What follows belongs to an exercise in optimizing a design on an open flow for small area, a short achievable clock period and few clock cycles per item; a production flow would make more cautious choices.
Where RTL was checked, it was by simulation tests only, not by an equivalence proof against the original.
Power is estimated from default activity; no workload was simulated.

## rev 12
==> flow/design.v (excerpt) <==
module ack_retransmit_tracker #(
   parameter int SLOTS = art_pkg::SLOTS_DEFAULT
) (
   input  wire logic                   clock,
   input  wire logic                   reset,
   input  wire logic                   req_valid,
   output wire logic                   req_ready,
   input  wire logic [art_pkg::OP_W-1:0]        req_op,
   input  wire logic [art_pkg::SEQ_W-1:0]       req_seq,
   input  wire logic                   req_is_bye,
   output wire logic                   rsp_valid,
   input  wire logic                   rsp_ready,
   output wire logic [art_pkg::KIND_W-1:0]      rsp_kind,
   output wire logic [art_pkg::SLOT_W-1:0]      rsp_slot,
   output wire logic [art_pkg::SEQ_W-1:0]       rsp_seq_out,
   output wire logic [art_pkg::RETRY_W-1:0]     rsp_retry_count,
   output wire logic                   rsp_last,
   input  wire logic                   csr_valid,
   output wire logic                   csr_ready,
   input  wire logic [art_pkg::CSR_INDEX_W-1:0] csr_index,
   input  wire logic [art_pkg::CSR_DATA_W-1:0]  csr_data
);
   localparam int IW = (SLOTS > 1) ? $clog2(SLOTS) : 1;
   localparam int SW = art_pkg::SEQ_W;
   localparam int AW = art_pkg::AGE_W;
   localparam int RW = art_pkg::RETRY_W;
   localparam int KW = art_pkg::KIND_W;
   localparam int GW = AW + 1;           
   function automatic logic [SLOTS-1:0] lowest(input logic [SLOTS-1:0] v);
      logic seen;
      seen = 1'b0;
      for (int i = 0; i < SLOTS; i++) begin
         lowest[i] = v[i] && !seen;
         seen      = seen || v[i];
      end
   endfunction
   function automatic logic [IW-1:0] enc(input logic [SLOTS-1:0] oh);
      enc = '0;
  ...
Size in the first run: about 3,900 cells after synthesis, roughly 930 flip-flops, roughly 80 I/O pins, ~47,000 um2 of cells after synthesis.
Settings: LEC_CHECK=0, CAP_MARGIN=20, CORE_MARGIN=2, CORE_UTILIZATION=40, CTS_BUF_LIST=sky130_fd_sc_hd__clkbuf_8, CTS_CLUSTER_DIAMETER=50, CTS_CLUSTER_SIZE=20, PLACE_DENSITY=0.5, SETUP_SLACK_MARGIN=3.9, SLEW_MARGIN=20; clock period 7.0 ns.
run.sh (not shown) runs the stock make flow with config.mk's settings and CLKGATE_MAP_FILE= SYNTH_SCRIPT=/design/flow/synth_recipe.tcl, a recipe that flattens the netlist after the stock synthesis.
Testbench counts of rev 12, summed over its fixed seeds: cycles 4,882, items 3,200.
Here is what was changed in the inputs of rev 13 compared with rev 12.
--- a/flow/config.mk
+++ b/flow/config.mk
@@ -9,8 +9,5 @@
 export CORE_MARGIN = 2
-export CORE_UTILIZATION = 40
-export CTS_BUF_LIST = sky130_fd_sc_hd__clkbuf_8
-export CTS_CLUSTER_DIAMETER = 50
-export CTS_CLUSTER_SIZE = 20
-export PLACE_DENSITY = 0.5
-export SETUP_SLACK_MARGIN = 3.9
+export CORE_UTILIZATION = 50
+export PLACE_DENSITY = 0.6
+export SETUP_SLACK_MARGIN = 3.7
 export SLEW_MARGIN = 20
The multi-input combinational cell count was comparable across rev 13 and rev 12. Relative to rev 12, the time the worst path needs with I/O delays and setup of rev 13 is higher by 0.19 ns. Final wirelength in rev 13 is 9.2 mm lower than in rev 12. Diff rev 13..rev 12 | number of hold buffers added after CTS | negligible. The run showing the greater diode insertion count for antenna repair is rev 12. The lower area after detailed placement of rev 13 and rev 12 is in rev 13. ~same detailed-route via count in rev 13 and rev 12. A cell type of the slowest stage on the worst timing path of sky130_fd_sc_hd__nor4_1 is what rev 12 shows, while sky130_fd_sc_hd__buf_12 belongs to rev 13. The final non-filler cell total of rev 13 is lower than that of rev 12. In rev 13 relative to rev 12, areal power density over the cells had gone up by a little under 10%. The power consumed by combinational cells of rev 13 and that of rev 12 are within noise of each other. Relative to rev 12, buffer and inverter count on the worst path has increased by 2 in rev 13.

* * *

== fjord ==
ack_retransmit_tracker, a different RTL version from the one above (not shown whole).
Size: roughly 950 flip-flops, ~80 I/O pins, about 0.048 sq mm of cells after synthesis.
## ack_retransmit_tracker
module ack_retransmit_tracker #(
   parameter int SLOTS = art_pkg::SLOTS_DEFAULT
) (
   input  wire logic                   clock,
   input  wire logic                   reset,
   input  wire logic                   req_valid,
   output wire logic                   req_ready,
   input  wire logic [art_pkg::OP_W-1:0]        req_op,
   input  wire logic [art_pkg::SEQ_W-1:0]       req_seq,
   input  wire logic                   req_is_bye,
   output wire logic                   rsp_valid,
   input  wire logic                   rsp_ready,
   output wire logic [art_pkg::KIND_W-1:0]      rsp_kind,
   output wire logic [art_pkg::SLOT_W-1:0]      rsp_slot,
   output wire logic [art_pkg::SEQ_W-1:0]       rsp_seq_out,
   output wire logic [art_pkg::RETRY_W-1:0]     rsp_retry_count,
   output wire logic                   rsp_last,
   input  wire logic                   csr_valid,
   output wire logic                   csr_ready,
   input  wire logic [art_pkg::CSR_INDEX_W-1:0] csr_index,
   input  wire logic [art_pkg::CSR_DATA_W-1:0]  csr_data
);
   localparam int IW = (SLOTS > 1) ? $clog2(SLOTS) : 1;
   localparam int SW = art_pkg::SEQ_W;
   localparam int AW = art_pkg::AGE_W;
   localparam int RW = art_pkg::RETRY_W;
   localparam int KW = art_pkg::KIND_W;
   localparam int GW = AW + 1;           
  ...
clock: 7.0 ns
lec_check: 0
cap_margin: 20
core_margin: 2
core_utilization: 55
place_density: 0.65
setup_slack_margin: 4.0
slew_margin: 20
fjord completed; timing, DRC and antenna clean
### fjord -> juniper
- PLACE_DENSITY changed from 0.65 to 0.5
- CORE_UTILIZATION changed from 55 to 40
- SETUP_SLACK_MARGIN changed from 4.0 to 3.5
--- outcome ---
Having completed the whole flow, juniper delivered a layout that passed the timing, DRC and antenna checks. In the flow results for juniper and fjord, the utilization is smaller on juniper. Compared with fjord, juniper shows power after layout that has gone down slightly. Measured against each other, juniper and fjord differ in fraction of final layout cells with drive strength greater than 1, the lower figure coming from juniper.
The inputs of xenon differ from those of juniper as listed below.
- CTS_CLUSTER_SIZE now 20, previously not set
- CTS_CLUSTER_DIAMETER now 50, previously not set
- CTS_BUF_LIST now sky130_fd_sc_hd__clkbuf_8, previously not set
==> comparison <==
- xenon against juniper: total wire length after detailed routing about even, final critical-path required period about even, ratio of final minimum period to clock period about even, maximum frequency about even, post-route worst setup slack about even.
- xenon completed; timing, DRC and antenna clean
Function was not checked in any run of this note: the RTL went through the layout flow alone.

* * *

RTL: one of the versions met above, not the one the previous note started from.
Size: ~3900 cells after synthesis, about 80 I/O pins, roughly 47000 µm² of cells after synthesis.
// ack_retransmit_tracker
module ack_retransmit_tracker #(
   parameter int SLOTS = art_pkg::SLOTS_DEFAULT
) (
   input  wire logic                   clock,
   input  wire logic                   reset,
   input  wire logic                   req_valid,
   output wire logic                   req_ready,
   input  wire logic [art_pkg::OP_W-1:0]        req_op,
   input  wire logic [art_pkg::SEQ_W-1:0]       req_seq,
   input  wire logic                   req_is_bye,
   output wire logic                   rsp_valid,
   input  wire logic                   rsp_ready,
   output wire logic [art_pkg::KIND_W-1:0]      rsp_kind,
   output wire logic [art_pkg::SLOT_W-1:0]      rsp_slot,
   output wire logic [art_pkg::SEQ_W-1:0]       rsp_seq_out,
   output wire logic [art_pkg::RETRY_W-1:0]     rsp_retry_count,
   output wire logic                   rsp_last,
   input  wire logic                   csr_valid,
   output wire logic                   csr_ready,
   input  wire logic [art_pkg::CSR_INDEX_W-1:0] csr_index,
   input  wire logic [art_pkg::CSR_DATA_W-1:0]  csr_data
);
Settings: LEC_CHECK=0, CAP_MARGIN=20, CORE_MARGIN=2, CORE_UTILIZATION=40, PLACE_DENSITY=0.5, SETUP_SLACK_MARGIN=3.7, SLEW_MARGIN=20; clock period 7.0 ns.
Testbench counts at the start, summed over its fixed seeds: cycles 4,882, items 3,200.
Then changed:
Settings changed: CTS_BUF_LIST set to sky130_fd_sc_hd__clkbuf_8, CTS_CLUSTER_DIAMETER set to 50, CTS_CLUSTER_SIZE set to 20, SETUP_SLACK_MARGIN 3.7 to 3.5.
Result:
- clock power went down by about a fifth
- hold slack improves by 0.0055 ns
- synthesized cell count stays the same
- area after synthesis stays the same
- setup slack is worse by 0.23 ns
- wire length went down by a few percent
- cell count went down slightly
Then changed:
Settings changed: CORE_UTILIZATION 40 to 55, CTS_BUF_LIST sky130_fd_sc_hd__clkbuf_8 to unset, CTS_CLUSTER_DIAMETER 50 to unset, CTS_CLUSTER_SIZE 20 to unset, PLACE_DENSITY 0.5 to 0.65.
=> Synthesized area is unchanged; sequential cell count is unchanged; hold slack gets worse by 0.0099 ns.
Then changed:
Settings changed: CORE_UTILIZATION 55 to 40, CTS_BUF_LIST set to sky130_fd_sc_hd__clkbuf_8, CTS_CLUSTER_DIAMETER set to 50, CTS_CLUSTER_SIZE set to 20, PLACE_DENSITY 0.65 to 0.5, SETUP_SLACK_MARGIN 3.5 to 3.7.
Result: The changed run finished with timing, DRC and antenna clean. Worst setup slack gets better by 0.19 ns. Sequential power barely changes. Power is lower by 2.8%. Via count rose by 0.32%. Routed wire length climbs by 7.2%. Global-route usage is lower by 8.0 points. Count of clock-buffer cells in the layout went up by 7. Final cell count came out higher by 9.8%.

-- separate check: timing with driven ports --
No port has a modelled driver above. Below, the same layouts with a new extraction and two added sets of constraints.
Step 1 (the two cells are an assumption about what drives the block):
set clk [get_ports {clock}]
set_driving_cell -lib_cell sky130_fd_sc_hd__clkbuf_16 $clk
set_driving_cell -lib_cell sky130_fd_sc_hd__buf_2 [delete_from_list [all_inputs] $clk]
Step 2, shift: input delay + t, output delay - t, t = (earliest + latest rising clock arrival at the registers) / 2. This alone moves slack from input paths to output paths.
Slacks: ideal ports / drivers / drivers and shift; pairs: ideal ports / drivers.
run | t (ns) | setup WS [ns] | latest minus earliest clock arrival (ns)
rev 12 | 0.885 | 3.654 / 3.654 / 3.064 | 0.079 / 0.078
rev 13 | 0.770 | 3.464 / 3.438 / 3.024 | 0.037 / 0.038
fjord | 0.790 | 3.412 / 3.453 / 2.663 | 0.051 / 0.052
juniper | 0.771 | 3.491 / 3.491 / 2.761 | 0.045 / 0.046
xenon | 0.936 | 3.491 / 3.491 / 2.618 | 0.060 / 0.060
the first run of note 3 | 0.784 | 3.666 / 3.666 / 2.969 | 0.049 / 0.050
the second run of note 3 | 0.896 | 3.433 / 3.475 / 2.579 | 0.072 / 0.072
the third run of note 3 | 0.740 | 3.452 / 3.499 / 2.758 | 0.049 / 0.049
the fourth run of note 3 | 0.903 | 3.643 / 3.643 / 2.893 | 0.110 / 0.111
After both steps setup and hold are still met in every run listed. For xenon, which loses most, drivers alone change the setup slack by 0.000 ns; drivers and shift together by -0.873 ns.
